Source: an optimization exercise on an open RTL-to-GDS flow (aim: small area, a short achievable clock period and few clock cycles per item). Production flows keep margins and buffers that such runs may drop.
Function was checked by simulation only, so behaviour that the tests miss may differ from the original.

==> flow/design.v <==
module flash_log_item_directory #(
    parameter int ENTRY_COUNT = 35
) (
    input  logic        i_clk,
    input  logic        i_rst_n,
    input  logic        i_s_axis_tvalid,
    output logic        o_s_axis_tready,
    input  logic [63:0] i_s_axis_tdata,   
    input  logic [1:0]  i_s_axis_tuser,   
    output logic        o_m_axis_tvalid,
    input  logic        i_m_axis_tready,
    output logic [47:0] o_m_axis_tdata,   
    output logic [1:0]  o_m_axis_tuser    
);
    localparam int N = ENTRY_COUNT;
    localparam logic [1:0] OP_RECORD     = 2'd0;
    localparam logic [1:0] OP_LOOKUP     = 2'd1;
    localparam logic [1:0] OP_INVALIDATE = 2'd2;
    logic [N-1:0][7:0]  r_id;
    logic [N-1:0][23:0] r_addr;
    logic [N-1:0][23:0] r_len;
    logic [N-1:0]       r_vld;    
    logic [N-1:0]       r_ge;     
    logic [N-1:0]       w_we;
    logic               w_v;      
    logic               w_chi;
    logic [N-1:0]       w_a, w_b;
    logic [7:0]         w_id;
    logic [23:0]        w_addr;
    logic [23:0]        w_len;
    logic               w_idff;
    logic        q_v;
    logic        q_rec, q_lk, q_inv, q_keyff;
    logic [7:0]  q_id;
    logic [7:0]  q_blk;
    logic        q_en;
    logic [23:0] q_addr;
    logic [23:0] q_len;
    logic         k_v;
    logic [1:0]   k_f;
    logic [N-1:0] k_sel;
    logic [N-1:0] k_a, k_b;       
    logic        o_v, o1_v, o_rdy;
    logic [49:0] o_d, o1_d;
    logic        fire;
    logic        drain;
    logic        take;
    logic        n_q_v, n_o1_v;
    assign fire            = q_v & ~o1_v;
    assign drain           = k_v & ~o1_v;
    assign take            = o_v & i_m_axis_tready;
    assign o_s_axis_tready = o_rdy;           
    assign q_en            = ~q_v | ~o1_v;
    assign o_m_axis_tvalid = o_v;
    assign o_m_axis_tdata  = o_d[47:0];
    assign o_m_axis_tuser  = o_d[49:48];
    logic [N-1:0] eq, beq, idff, cand, lm, clr, bsel;
    logic [N-1:0] c_hi, c_sel_hi, c_sel_all, l_lo, l_sel_lo, l_sel_all, vld;
    logic         w_eq, w_beq;
    logic         any_c, any_chi, any_l, any_llo, sel_empty;
    logic [47:0]  lk_data;
    logic [1:0]   res_f;
    logic [49:0]  res;
    assign w_eq  = (w_id == q_id);
    assign w_beq = (w_addr[23:16] == q_blk);
    always_comb begin
        for (int p = 0; p < N; p++) begin
            vld[p]  = r_vld[p] | w_we[p];
            eq[p]   = w_we[p] ? w_eq   : (r_id[p] == q_id);
            beq[p]  = w_we[p] ? w_beq  : (r_addr[p][23:16] == q_blk);
            idff[p] = w_we[p] ? w_idff : &r_id[p];
            cand[p] = ~vld[p] | idff[p] | eq[p];
            lm[p]   = q_lk & (vld[p] ? eq[p] : q_keyff);
            clr[p]  = vld[p] & ~idff[p] & beq[p];
            bsel[p] = r_ge[p] & ((p == 0) ? 1'b1 : ~r_ge[(p == 0) ? 0 : p - 1]);
        end
        c_hi = cand & r_ge;
        l_lo = lm & ~r_ge;
        any_c   = |cand;
        any_chi = |c_hi;
        any_l   = |lm;
        any_llo = |l_lo;
        for (int p = 0; p < N; p++) begin
            logic below_hi, below_c;
            below_hi = 1'b0;
            below_c  = 1'b0;
            for (int k = 0; k < p; k++) begin
                below_hi |= c_hi[k];
                below_c  |= cand[k];
            end
            c_sel_hi[p]  = c_hi[p] & ~below_hi;
            c_sel_all[p] = any_c ? (cand[p] & ~below_c) : bsel[p];
        end
        for (int p = 0; p < N; p++) begin
            logic above_lo, above_l;
            above_lo = 1'b0;
            above_l  = 1'b0;
            for (int k = p + 1; k < N; k++) begin
                above_lo |= l_lo[k];
                above_l  |= lm[k];
            end
            l_sel_lo[p]  = l_lo[p] & ~above_lo;
            l_sel_all[p] = lm[p] & ~above_l & ~any_llo;
        end
        res_f = {q_rec & ~any_c, any_l};
        lk_data = '0;
        for (int p = 0; p < N; p++) begin
            lk_data |= {r_len[p], r_addr[p]} & {48{k_sel[p]}};
        end
        k_sel     = k_a | k_b;
        sel_empty = |(k_sel & ~r_vld);
        lk_data  |= {48{sel_empty}};
        res = {k_f, lk_data};
    end
    always_ff @(posedge i_clk) begin
        for (int p = 0; p < N; p++) begin
            if (w_we[p]) begin
                r_id[p]   <= w_id;
                r_addr[p] <= w_addr;
                r_len[p]  <= w_len;
            end
        end
        w_id   <= q_id;
        w_addr <= q_addr;
        w_len  <= q_len;
        w_idff <= q_keyff;
    end
    assign w_we = {N{w_v}} & (w_chi ? w_a : w_b);
    always_ff @(posedge i_clk) begin
        w_chi <= any_chi;
        w_a   <= c_sel_hi;
        w_b   <= c_sel_all;
    end
    always_ff @(posedge i_clk) begin
        if (!i_rst_n) begin
            r_vld <= '0;
            r_ge  <= '1;
            w_v   <= 1'b0;
        end else begin
            w_v   <= fire & q_rec;
            r_vld <= vld & ~((fire & q_inv) ? clr : '0);
            if (fire & q_rec & ~any_c)
                r_ge <= (r_ge & ~bsel) | {N{bsel[N-1]}};
        end
    end
    always_ff @(posedge i_clk) begin
        if (q_en) begin
            q_rec   <= (i_s_axis_tuser == OP_RECORD);
            q_lk    <= (i_s_axis_tuser == OP_LOOKUP);
            q_inv   <= (i_s_axis_tuser == OP_INVALIDATE);
            q_keyff <= &i_s_axis_tdata[7:0];
            q_id    <= i_s_axis_tdata[7:0];
            q_blk   <= i_s_axis_tdata[63:56];
            q_addr  <= i_s_axis_tdata[31:8];
            q_len   <= i_s_axis_tdata[55:32];
        end
    end
    always_ff @(posedge i_clk) begin
        if (!o1_v) begin
            k_f   <= res_f;
            k_a   <= l_sel_lo;
            k_b   <= l_sel_all;
        end
        if (!o_v | take)
            o_d <= o1_v ? o1_d : res;
        if (!o1_v)
            o1_d <= res;
    end
    assign n_q_v  = (i_s_axis_tvalid & q_en) | (q_v & ~fire);
    assign n_o1_v = o1_v ? ~take : (drain & o_v & ~take);
    always_ff @(posedge i_clk) begin
        if (!i_rst_n) begin
            q_v   <= 1'b0;
            k_v   <= 1'b0;
            o_v   <= 1'b0;
            o1_v  <= 1'b0;
            o_rdy <= 1'b1;
        end else begin
            q_v   <= n_q_v;
            k_v   <= fire | (k_v & o1_v);
            o_v   <= o1_v | drain | (o_v & ~take);
            o1_v  <= n_o1_v;
            o_rdy <= ~n_q_v | ~n_o1_v;
        end
    end
endmodule
==> flow/config.mk <==
export PLATFORM = sky130hd
export DESIGN_NAME = flash_log_item_directory
export DESIGN_NICKNAME = flash_log_item_directory
export VERILOG_FILES = /design/flow/design.v
export SDC_FILE = /design/flow/constraint.sdc
export NUM_CORES = 4
export LEC_CHECK = 0
export CAP_MARGIN = 20
export CORE_MARGIN = 2
export CORE_UTILIZATION = 40
export SETUP_SLACK_MARGIN = 4.5
export SLEW_MARGIN = 20
export TNS_END_PERCENT = 5
==> flow/constraint.sdc <==
create_clock -name core_clock -period 8.0 [get_ports {i_clk}]
set_input_delay 1.6000 -clock core_clock [delete_from_list [all_inputs] [get_ports {i_clk}]]
set_output_delay 1.6000 -clock core_clock [all_outputs]
set_load 0.01 [all_outputs]
run.sh (not shown) runs the stock make flow with config.mk's settings and CLKGATE_MAP_FILE= SYNTH_SCRIPT=/design/flow/synth_recipe.tcl, a recipe that flattens the netlist after the stock synthesis.
The starting point finished clean.
Testbench counts at the start, summed over its fixed seeds: cycles 4,824, items 4,800.
Change:
--- a/flow/design.v
+++ b/flow/design.v
@@ -36,13 +36,14 @@
     logic        q_en;
     logic [23:0] q_addr;
     logic [23:0] q_len;
     logic         k_v;
     logic [1:0]   k_f;
     logic [N-1:0] k_sel;
-    logic [N-1:0] k_a, k_b;       
+    logic         k_lo;           
+    logic [N-1:0] k_a, k_b;
     logic        o_v, o1_v, o_rdy;
     logic [49:0] o_d, o1_d;
     logic        fire;
     logic        drain;
     logic        take;
     logic        n_q_v, n_o1_v;
@@ -97,20 +98,20 @@
             above_l  = 1'b0;
             for (int k = p + 1; k < N; k++) begin
                 above_lo |= l_lo[k];
                 above_l  |= lm[k];
             end
             l_sel_lo[p]  = l_lo[p] & ~above_lo;
-            l_sel_all[p] = lm[p] & ~above_l & ~any_llo;
+            l_sel_all[p] = lm[p] & ~above_l;
         end
         res_f = {q_rec & ~any_c, any_l};
         lk_data = '0;
         for (int p = 0; p < N; p++) begin
             lk_data |= {r_len[p], r_addr[p]} & {48{k_sel[p]}};
         end
-        k_sel     = k_a | k_b;
+        k_sel     = k_lo ? k_a : k_b;
         sel_empty = |(k_sel & ~r_vld);
         lk_data  |= {48{sel_empty}};
         res = {k_f, lk_data};
     end
     always_ff @(posedge i_clk) begin
         for (int p = 0; p < N; p++) begin
@@ -155,12 +156,13 @@
             q_len   <= i_s_axis_tdata[55:32];
         end
     end
     always_ff @(posedge i_clk) begin
         if (!o1_v) begin
             k_f   <= res_f;
+            k_lo  <= any_llo;
             k_a   <= l_sel_lo;
             k_b   <= l_sel_all;
         end
         if (!o_v | take)
             o_d <= o1_v ? o1_d : res;
         if (!o1_v)
=> The new run ran to the end with no violations; final cell count fell by 0.55%; die area barely changes; non-clock buffer count rose by 49; worst setup slack stays flat; via count barely changes; global-route usage rose by 0.50 points; sequential cell count rose by 1.
Testbench counts after the change, summed over its fixed seeds: cycles 4,824, items 4,800.

-- what the ideal ports hide --
No port has a modelled driver above. Below, the same layouts with a new extraction and two added sets of constraints.
Step 1, drivers: a clkbuf_16 drives i_clk and a buf_2 each remaining input, both assumed.
Step 2 times the ports against the registers' clock, not the clock port: input delays grow and output delays shrink by t, the midpoint of the rising clock arrivals with the driver on.
a / b / c = ideal / step 1 / step 2; a / b = the first two.
| run | t (ns) | setup slack, ns | worst setup path at the end |
|---|---|---|---|
| the first run | 0.966 | 4.242 / 4.206 / 4.242 | register to register |
| the second run | 0.986 | 4.240 / 4.240 / 4.223 | input to register |
After both steps setup and hold are still met in every run listed. For the second run, which loses most, drivers alone change the setup slack by 0.000 ns; drivers and shift together by -0.017 ns.
